Source: an optimization exercise on an open RTL-to-GDS flow (aim: small area, a short achievable clock period and few clock cycles). Production flows keep margins and buffers that such runs may drop. Only simulation tests tie the RTL to the original design; equivalence was not proved. Power is estimated from default activity; no workload was simulated.

File: constraint.sdc
create_clock -name core_clock -period 10.5 [get_ports {clk}]
set_input_delay 2.1000 -clock core_clock [delete_from_list [all_inputs] [get_ports {clk}]]
set_output_delay 2.1000 -clock core_clock [all_outputs]
set_load 0.01 [all_outputs]
File: config.mk
export PLATFORM = sky130hd
export DESIGN_NAME = attention_score
export DESIGN_NICKNAME = attention_score
export VERILOG_FILES = /design/flow/design.v
export SDC_FILE = /design/flow/constraint.sdc
export NUM_CORES = 4
export LEC_CHECK = 0
export CAP_MARGIN = 20
export CORE_MARGIN = 2
export CORE_UTILIZATION = 40
export SLEW_MARGIN = 20
File: run.sh
#!/bin/bash
# synth_recipe.tcl (not shown) runs the flow's synth.tcl, then flattens the netlist and writes it again
# the make line also repeats each setting of config.mk as NAME=value (left out here)
make -C /OpenROAD-flow-scripts/flow DESIGN_CONFIG=/design/flow/config.mk WORK_HOME=/design/flow/orfs CLKGATE_MAP_FILE= SYNTH_SCRIPT=/design/flow/synth_recipe.tcl finish
File: design.v
package att_pkg;
    typedef struct packed {
        logic                  sign;
        logic [5-1:0]  exp;
        logic [10-1:0] frac;
    } fp16_t;
    typedef logic [2-1:0] idx_t;
    typedef enum logic [1:0] {
        OP_WRITE_QUERY = 2'd0,
        OP_WRITE_KEY   = 2'd1,
        OP_RUN         = 2'd2,
        OP_READ_SCORE  = 2'd3
    } att_op_e;
    typedef struct packed {
        att_op_e op;
        idx_t    row;
        idx_t    col;
        fp16_t   data;
    } att_cmd_t;
    typedef struct packed {
        logic  en;
        idx_t  row;
        idx_t  col;
        fp16_t data;
    } elem_wr_t;
    typedef enum logic [2:0] {
        IDLE  = 3'd0,
        MAC   = 3'd1,
        DRAIN = 3'd2,
        SCALE = 3'd3,
        ACK   = 3'd4
    } seq_state_e;
endpackage
`timescale 1ns/1ns
module fp16_mul (
    input  logic           clk,
    input  logic           rst,
    input  att_pkg::fp16_t a,
    input  att_pkg::fp16_t b,
    output att_pkg::fp16_t p
);
    logic [2*10+1:0] prod;
    logic                    norm;
    logic [5+1:0]    e_sum;
    logic [5+1:0]    e_res;
    logic                    zero_in;
    att_pkg::fp16_t          p_next;
    always_comb begin
        zero_in = (a.exp == '0) || (b.exp == '0);
        prod    = {1'b1, a.frac} * {1'b1, b.frac};
        norm  = prod[2*10+1];
        e_sum = {2'b00, a.exp} + {2'b00, b.exp} + {{(5+1){1'b0}}, norm};
        e_res = e_sum - (5+2)'(15);
        p_next.sign = a.sign ^ b.sign;
        p_next.exp  = e_res[5-1:0];
        if (norm) begin
            p_next.frac = prod[2*10 -: 10];
        end else begin
            p_next.frac = prod[2*10-1 -: 10];
        end
        if (zero_in || e_sum <= (5+2)'(15)) begin
            p_next.exp  = '0;
            p_next.frac = '0;
        end else if (e_res >= {2'b00, {5{1'b1}}}) begin
            p_next.exp  = {5{1'b1}} - 1'b1;
            p_next.frac = '1;
        end
    end
    always_ff @(posedge clk) begin
        if (rst) begin
            p <= '0;
        end else begin
            p <= p_next;
        end
    end
endmodule
`timescale 1ns/1ns
module fp16_add (
    input  logic           clk,
    input  logic           rst,
    input  att_pkg::fp16_t a,
    input  att_pkg::fp16_t b,
    output att_pkg::fp16_t s
);
    localparam int MW     = 10 + 4;
    localparam int LOST_W = (1 << 5) - 1;
    att_pkg::fp16_t       an;
    att_pkg::fp16_t       bn;
    att_pkg::fp16_t       x;
    att_pkg::fp16_t       y;
    att_pkg::fp16_t       s_next;
    logic [5-1:0] d;
    logic [MW-1:0]        mx;
    logic [MW-1:0]        y_shift;
    logic [MW-1:0]        y_al;
    logic [LOST_W-1:0]    y_lost;
    logic [MW:0]          sum;
    logic [MW:0]          sum_norm;
    logic [3:0]           lz;
    logic [5+1:0] e_top;
    logic [5+1:0] e_res;
    function automatic logic [3:0] lead_zeros(input logic [MW:0] v);
        integer i;
        begin
            lead_zeros = 4'(MW + 1);
            for (i = 0; i <= MW; i = i + 1) begin
                if (v[i]) begin
                    lead_zeros = 4'(MW - i);
                end
            end
        end
    endfunction
    always_comb begin
        an = a;
        bn = b;
        if (a.exp == '0) begin
            an.frac = '0;
        end
        if (b.exp == '0) begin
            bn.frac = '0;
        end
        if ({bn.exp, bn.frac} > {an.exp, an.frac}) begin
            x = bn;
            y = an;
        end else begin
            x = an;
            y = bn;
        end
        mx = {|x.exp, x.frac, 3'b000};
        d  = x.exp - y.exp;
        {y_shift, y_lost} = {{|y.exp, y.frac, 3'b000}, {LOST_W{1'b0}}} >> d;
        y_al = y_shift | {{(MW-1){1'b0}}, |y_lost};
        if (x.sign == y.sign) begin
            sum = {1'b0, mx} + {1'b0, y_al};
        end else begin
            sum = {1'b0, mx} - {1'b0, y_al};
        end
        lz       = lead_zeros(sum);
        sum_norm = sum << lz;
        e_top    = {2'b00, x.exp} + 1'b1;
        e_res    = e_top - {3'b000, lz};
        s_next.sign = x.sign;
        s_next.exp  = e_res[5-1:0];
        s_next.frac = sum_norm[MW-1 -: 10];
        if (sum == '0) begin
            s_next      = '0;
            s_next.sign = x.sign & y.sign;
        end else if (e_top <= {3'b000, lz}) begin
            s_next.exp  = '0;
            s_next.frac = '0;
        end else if (e_res >= {2'b00, {5{1'b1}}}) begin
            s_next.exp  = {5{1'b1}} - 1'b1;
            s_next.frac = '1;
        end
    end
    always_ff @(posedge clk) begin
        if (rst) begin
            s <= '0;
        end else begin
            s <= s_next;
        end
    end
endmodule
`timescale 1ns/1ns
module matrix_store (
    input  logic               clk,
    input  logic               rst,
    input  att_pkg::elem_wr_t  query_wr,
    input  att_pkg::elem_wr_t  key_wr,
    input  att_pkg::elem_wr_t  score_wr,
    input  att_pkg::idx_t      q_row,
    input  att_pkg::idx_t      q_col,
    input  att_pkg::idx_t      k_row,
    input  att_pkg::idx_t      k_col,
    input  att_pkg::idx_t      s_row,
    input  att_pkg::idx_t      s_col,
    output att_pkg::fp16_t     q_elem,
    output att_pkg::fp16_t     k_elem,
    output att_pkg::fp16_t     s_elem
);
    localparam int N_ELEM = 4 * 4;
    logic [15:0] q_mem [N_ELEM];
    logic [15:0] k_mem [N_ELEM];
    logic [15:0] s_mem [N_ELEM];
    always_ff @(posedge clk) begin
        if (rst) begin
            for (int e = 0; e < N_ELEM; e++) begin
                q_mem[e] <= '0;
                k_mem[e] <= '0;
                s_mem[e] <= '0;
            end
        end else begin
            if (query_wr.en) begin
                q_mem[{query_wr.row, query_wr.col}] <= query_wr.data;
            end
            if (key_wr.en) begin
                k_mem[{key_wr.row, key_wr.col}] <= key_wr.data;
            end
            if (score_wr.en) begin
                s_mem[{score_wr.row, score_wr.col}] <= score_wr.data;
            end
        end
    end
    assign q_elem = q_mem[{q_row, q_col}];
    assign k_elem = k_mem[{k_row, k_col}];
    assign s_elem = s_mem[{s_row, s_col}];
endmodule
`timescale 1ns/1ns
module score_sequencer (
    input  logic               clk,
    input  logic               rst,
    input  att_pkg::att_cmd_t  cmd,
    input  logic               cmd_req,
    output logic               cmd_ack,
    output att_pkg::fp16_t     rsp_data,
    output att_pkg::elem_wr_t  query_wr,
    output att_pkg::elem_wr_t  key_wr,
    output att_pkg::elem_wr_t  score_wr,
    output att_pkg::idx_t      q_row,
    output att_pkg::idx_t      q_col,
    output att_pkg::idx_t      k_row,
    output att_pkg::idx_t      k_col,
    output att_pkg::idx_t      s_row,
    output att_pkg::idx_t      s_col,
    input  att_pkg::fp16_t     q_elem,
    input  att_pkg::fp16_t     k_elem,
    input  att_pkg::fp16_t     s_elem,
    output att_pkg::fp16_t     mul_a,
    output att_pkg::fp16_t     mul_b,
    input  att_pkg::fp16_t     mul_p,
    output att_pkg::fp16_t     add_a,
    output att_pkg::fp16_t     add_b,
    input  att_pkg::fp16_t     add_s
);
    localparam logic [2:0] LAST_STEP = (2+1)'(4);
    localparam att_pkg::idx_t       LAST_IDX  = att_pkg::idx_t'(4 - 1);
    att_pkg::seq_state_e state;
    att_pkg::att_cmd_t   cmd_q;
    att_pkg::idx_t       row_i;
    att_pkg::idx_t       col_k;
    att_pkg::idx_t       step_j;
    logic [2:0] step;
    logic                ack_arm;
    assign step_j = step[2-1:0];
    always_comb begin
        q_row = row_i;
        q_col = step_j;
        k_row = col_k;
        k_col = step_j;
        s_row = row_i;
        s_col = col_k;
        if (state == att_pkg::ACK) begin
            s_row = cmd_q.row;
            s_col = cmd_q.col;
        end
        mul_a = q_elem;
        mul_b = k_elem;
        if (state == att_pkg::SCALE) begin
            mul_a = s_elem;
            mul_b = 16'h3800;
        end
        add_a = (step == 1) ? '0 : add_s;
        add_b = mul_p;
    end
    always_ff @(posedge clk) begin
        query_wr.en <= 1'b0;
        key_wr.en   <= 1'b0;
        score_wr.en <= 1'b0;
        if (rst) begin
            state   <= att_pkg::IDLE;
            cmd_ack <= 1'b0;
            ack_arm <= 1'b0;
            row_i   <= '0;
            col_k   <= '0;
            step    <= '0;
        end else begin
            case (state)
                att_pkg::IDLE: begin
                    if (cmd_req) begin
                        cmd_q <= cmd;
                        row_i <= '0;
                        col_k <= '0;
                        step  <= '0;
                        state <= att_pkg::ACK;
                        case (cmd.op)
                            att_pkg::OP_WRITE_QUERY:
                                query_wr <= {1'b1, cmd.row, cmd.col, cmd.data};
                            att_pkg::OP_WRITE_KEY:
                                key_wr <= {1'b1, cmd.row, cmd.col, cmd.data};
                            att_pkg::OP_RUN:
                                state <= att_pkg::MAC;
                            default: ;
                        endcase
                    end
                end
                att_pkg::MAC: begin
                    step <= step + 1'b1;
                    if (step == LAST_STEP) begin
                        step  <= '0;
                        state <= att_pkg::DRAIN;
                    end
                end
                att_pkg::DRAIN: begin
                    score_wr <= {1'b1, row_i, col_k, add_s};
                    state    <= att_pkg::MAC;
                    col_k    <= col_k + 1'b1;
                    if (col_k == LAST_IDX) begin
                        col_k <= '0;
                        row_i <= row_i + 1'b1;
                        if (row_i == LAST_IDX) begin
                            row_i <= '0;
                            state <= att_pkg::SCALE;
                        end
                    end
                end
                att_pkg::SCALE: begin
                    if (step == '0) begin
                        step <= (2+1)'(1);
                    end else begin
                        step     <= '0;
                        score_wr <= {1'b1, row_i, col_k, mul_p};
                        col_k    <= col_k + 1'b1;
                        if (col_k == LAST_IDX) begin
                            col_k <= '0;
                            row_i <= row_i + 1'b1;
                            if (row_i == LAST_IDX) begin
                                row_i <= '0;
                                state <= att_pkg::ACK;
                            end
                        end
                    end
                end
                att_pkg::ACK: begin
                    if (cmd_q.op == att_pkg::OP_READ_SCORE) begin
                        rsp_data <= s_elem;
                    end
                    if (!cmd_ack) begin
                        ack_arm <= 1'b1;
                        if (ack_arm) begin
                            cmd_ack <= 1'b1;
                            ack_arm <= 1'b0;
                        end
                    end else if (!cmd_req) begin
                        cmd_ack <= 1'b0;
                        state   <= att_pkg::IDLE;
                    end
                end
                default: state <= att_pkg::IDLE;
            endcase
        end
    end
endmodule
`timescale 1ns/1ns
module attention_score (
    input  logic               clk,
    input  logic               rst,
    input  logic [21:0]        cmd,
    input  logic               cmd_req,
    output logic               cmd_ack,
    output logic [15:0]        rsp_data
);
    att_pkg::att_cmd_t cmd_s;
    att_pkg::fp16_t    rsp_s;
    assign cmd_s    = cmd;
    assign rsp_data = rsp_s;
    att_pkg::elem_wr_t query_wr;
    att_pkg::elem_wr_t key_wr;
    att_pkg::elem_wr_t score_wr;
    att_pkg::idx_t     q_row;
    att_pkg::idx_t     q_col;
    att_pkg::idx_t     k_row;
    att_pkg::idx_t     k_col;
    att_pkg::idx_t     s_row;
    att_pkg::idx_t     s_col;
    att_pkg::fp16_t    q_elem;
    att_pkg::fp16_t    k_elem;
    att_pkg::fp16_t    s_elem;
    att_pkg::fp16_t    mul_a;
    att_pkg::fp16_t    mul_b;
    att_pkg::fp16_t    mul_p;
    att_pkg::fp16_t    add_a;
    att_pkg::fp16_t    add_b;
    att_pkg::fp16_t    add_s;
    matrix_store store_i (
        .clk      (clk),
        .rst      (rst),
        .query_wr (query_wr),
        .key_wr   (key_wr),
        .score_wr (score_wr),
        .q_row    (q_row),
        .q_col    (q_col),
        .k_row    (k_row),
        .k_col    (k_col),
        .s_row    (s_row),
        .s_col    (s_col),
        .q_elem   (q_elem),
        .k_elem   (k_elem),
        .s_elem   (s_elem)
    );
    score_sequencer seq_i (
        .clk      (clk),
        .rst      (rst),
        .cmd      (cmd_s),
        .cmd_req  (cmd_req),
        .cmd_ack  (cmd_ack),
        .rsp_data (rsp_s),
        .query_wr (query_wr),
        .key_wr   (key_wr),
        .score_wr (score_wr),
        .q_row    (q_row),
        .q_col    (q_col),
        .k_row    (k_row),
        .k_col    (k_col),
        .s_row    (s_row),
        .s_col    (s_col),
        .q_elem   (q_elem),
        .k_elem   (k_elem),
        .s_elem   (s_elem),
        .mul_a    (mul_a),
        .mul_b    (mul_b),
        .mul_p    (mul_p),
        .add_a    (add_a),
        .add_b    (add_b),
        .add_s    (add_s)
    );
    fp16_mul mul_i (
        .clk (clk),
        .rst (rst),
        .a   (mul_a),
        .b   (mul_b),
        .p   (mul_p)
    );
    fp16_add add_i (
        .clk (clk),
        .rst (rst),
        .a   (add_a),
        .b   (add_b),
        .s   (add_s)
    );
endmodule
==> impl_metrics.py <==
metrics = {
    "status": {
        "outcome": "no timing/DRC/antenna violations",
    },
    "sta": {
        "skew_ps": 42.8,
        "min_period_over_period_pct": 93.7,
        "slew_headroom_pct": 25.9,
        "grt_setup_unrepaired": "false",
        "fin_ws_ps": 656,
        "post-route-min-period_ps": 9840,
        "fmax_mhz": 102,
        "drv_slew": 0,
        "setup_viol": 0,
        "hold_viol_final": 0,
        "finalSetupTns_ps": 0,
        "max_slew.worst_pin.slew_ps": 1110,
    },
    "global_route": {
        "grt_max_degree": 110,
        "gr-total-overflow": 0,
        "antenna_found_initial": 6,
        "grt_pass1_vias": 30300,
        "grt_pass1_wl_mm": 194,
        "grt_util_all_layers_pct": 20.8,
    },
    "synthesis": {
        "synthArstFlopShare_pct": 0,
        "ys_top_cells_by_area": "edfxtp_1 (53%), and2_1 (11%), mux4_2 (7.4%), fa_1 (3.4%), ha_1 (3.0%)",
        "ys.flop_type": "edfxtp_1",
        "synth_top_area_share_pct": 53.0,
        "post_synth.cell_area_avg_sq_um": 12.4,
        "yosysTopAreaCell": "edfxtp_1",
        "synth_top_cells_by_count": "and2_1 (857), edfxtp_1 (850), nand2_1 (346), clkbuf_1 (198), nor2_1 (169)",
        "yosysMostFrequentCell": "and2_1",
        "ys_seq_elements": 897,
        "ys_warn_count": 4,
        "ys_types": 91,
        "syn_inst": 3895,
        "syn_area_sq_um": 48100,
        "synth_fp_nets": 4119,
        "ys_seq_area_share_pct": 55.0,
        "synth-edff-count": 850,
    },
    "routing": {
        "dr.first_iter.drc_count": 3013,
        "wl_per_cell_um": 22.9,
        "via_count": 30600,
        "avgViaCountPerCell": 5.42,
        "drt_pre_antenna_iters": 6,
        "drcViolationCount": 0,
        "wl_mm": 129,
        "ant_nets": 0,
    },
    "power": {
        "p_sw_share_pct": 41.8,
        "pwr-share-clk_pct": 20.8,
        "powerDensity_nw_per_um2": 301,
        "p_sw_mw": 6.86,
        "intPower_mw": 9.54,
        "total_power_mw": 16.4,
        "ir_worst_vdd_uv": 577,
        "p_leak_nw": 20.4,
        "p_comb_share_pct": 53.4,
        "pwr-share-seq_pct": 25.8,
    },
    "worst_setup_path": {
        "crit_path_max_incr_delay_ps": 690,
        "cp.arrival_ps": 10410,
        "r2r_cells": 39,
        "start_kind": "register",
        "r2r_slack_ps": 660,
        "slowest_stage": "a21oi_1",
        "critPathCaptureType": "register",
        "cp_max_fo": 16,
        "crit_required_ps": 11070,
        "path_class": "register to register",
    },
    "cts": {
        "cts_max_level": 3,
        "numCtsBuffers": 95,
        "clk_latency_ps": 690,
        "cts_sinks": 897,
        "ctsRootBufferMaster": "clkbuf_16",
        "holdBufCountCts": 0,
        "tritoncts": "built",
        "clock_path_buffers": 3,
        "clkTransAtPathRegs_ps": 70,
    },
    "floorplan": {
        "start_util_pct": 40.2,
        "io_pins": 42,
        "dieHeight_um": 351,
        "die_w_um": 351,
        "core_sq_um": 120000,
        "rows": 127,
        "die-area_sq_um": 123000,
    },
    "finish": {
        "fill_cells": 10800,
        "finish.utilization_pct": 45.5,
        "nets": 4164,
        "multi_input_area_sq_um": 20400,
        "regArea_sq_um": 26500,
        "area.growth.synth_to_final_pct": 13.0,
        "drive_gt1_share_pct": 14.9,
        "fin_area_sq_um": 54400,
    },
    "placement": {
        "place_area_sq_um": 50900,
        "port_buffers": 41,
        "dp_hpwl_mm": 86.8,
        "place_congestion": 0.908,
        "place_ws_ps": 32.9,
    },
    "worst_hold_path": {
        "holdPathStages": 2,
        "holdCritPathClass": "register to register",
    },
    "run": {
        "drv_cap": 0,
    },
}
[repair_timing]
action | in CTS | in global routing
endpoints found under the setup margin | 1 | 25
setup buffers | 1 | 6
resized for setup | 0 | 36
gates cloned | 0 | 3
hold endpoints to repair | 0 | 0
pin swaps | 0 | 4
[power by group through the flow]
stage	clock [mW]	combinational, mW	sequential (mW)
after floorplan	0	6.22	4.24
after global placement	0	8.42	4.30
after detailed placement	0	8.40	4.30
after CTS	3.46	8.50	4.22
after global routing	3.59	9.61	4.24
final	3.42	8.76	4.23
[cell usage in the layout, fill, tap and decap left out, types with 33 or more instances in the layout]
master	netlist	layout
nor3_1	46	41
inv_1	155	154
dfxtp_1	47	45
nor2_1	169	163
mux4_2	159	159
and2_1	857	857
a31oi_1	44	42
clkbuf_16	0	100
nand2_1	346	343
nand3_1	36	36
buf_4	2	141
a211oi_1	93	92
or2_2	62	62
mux2i_1	40	33
ha_1	117	115
o21ai_0	51	50
a21oi_1	119	117
clkdlybuf4s50_1	0	40
edfxtp_1	850	850
fa_1	82	82
[through the flow]
| step | hold slack (ps) | instances |
|---|---|---|
| after global placement | 476 | 5445 |
| after floorplan | 459 | 3895 |
| after global routing | 544 | 5629 |
| final | 486 | 5632 |
| after CTS | 489 | 5620 |
| after detailed placement | 481 | 5445 |
[layout make-up]
cell class	count	area share [%]
Clock inverter	47	1.01
Tap cell	1612	3.71
Timing Repair Buffer	194	3.20
Clock buffer	127	4.83
Multi-Input combinational cell	2594	37.5
Antenna cell	3	0.0138
Inverter	158	1.10
Sequential cell	897	48.7
[worst paths after layout]
| kind | from | to |
|---|---|---|
| setup / recovery | seq_i.state[0] | mul_i.p[5] |
| hold / removal | seq_i.ack_arm | seq_i.ack_arm |
| setup reg to reg | seq_i.state[0] | mul_i.p[5] |
| hold reg to reg | seq_i.ack_arm | seq_i.ack_arm |
[routing by layer]
| layer | GRT usage, % | wire [um] | up-vias |
|---|---|---|---|
| li1 | - | - | 14100 |
| met1 | 29.1 | 56400 | 15400 |
| met2 | 34.3 | 62000 | 894 |
| met3 | 2.73 | 7460 | 173 |
| met4 | 5.31 | 3060 | 2 |
| met5 | 0 | 17 | - |
[sequential cells by signal, summed over array words and instances, names as in the netlist, 2 cells and up]
register	count
seq_i.col_k	2
seq_i.state	3
seq_i.row_i	2
seq_i.cmd_q	6
seq_i.query_wr	21
seq_i.key_wr	21
seq_i.score_wr	21
mul_i.p	16
add_i.s	16
store_i.s_mem	256
store_i.q_mem	256
seq_i.rsp_data	16
seq_i.step	3
store_i.k_mem	256
[worst max-delay path, delay by kind of cell, from the launching register on]
| kind | cells | cell delay, ps |
|---|---|---|
| adder cells (fa/ha/maj) | 8 | 2850 |
| AO/OA/AOI/OAI | 11 | 2420 |
| AND/OR/NAND/NOR | 10 | 1810 |
| flip-flops | 1 | 310 |
| multiplexers | 1 | 620 |
| buffers and inverters | 6 | 1100 |
| XOR/XNOR | 3 | 580 |
[cells by family after synthesis]
| kind of cell | count (synthesis) | synth area share (%) |
|---|---|---|
| simple gates | 1647 | 18.7 |
| flops | 897 | 55.0 |
| compound gates | 491 | 7.05 |
| buf+inv | 404 | 3.24 |
| mux | 218 | 8.90 |
| fa+ha+maj | 199 | 6.45 |
| xor+xnor | 39 | 0.710 |
Testbench counts, summed over its fixed seeds: cycles 14,528.

## port drivers added, routing unchanged
How much do the figures lean on ideal ports? The routed layout below was timed once more, with nothing changed but the port constraints. Step 1 assumes that a clkbuf_16 drives the clock port and a buf_2 every other input. Step 2 adds t to the input delays and takes it off the output delays; t is the mean of the earliest and latest rising clock arrival at the registers after step 1. Input paths then give back, and output paths get back, about the clock's delay inside the block. a / b / c = no drivers / after step 1 / after step 2; a / b = the first two.
t (ns): 0.750
setup slack, ns: 0.656 / 0.656 / 0.656
worst setup path at the end: register to register
After both steps this run still meets setup and hold. For this run, drivers alone change the setup slack by 0.000 ns; drivers and shift together by 0.000 ns.
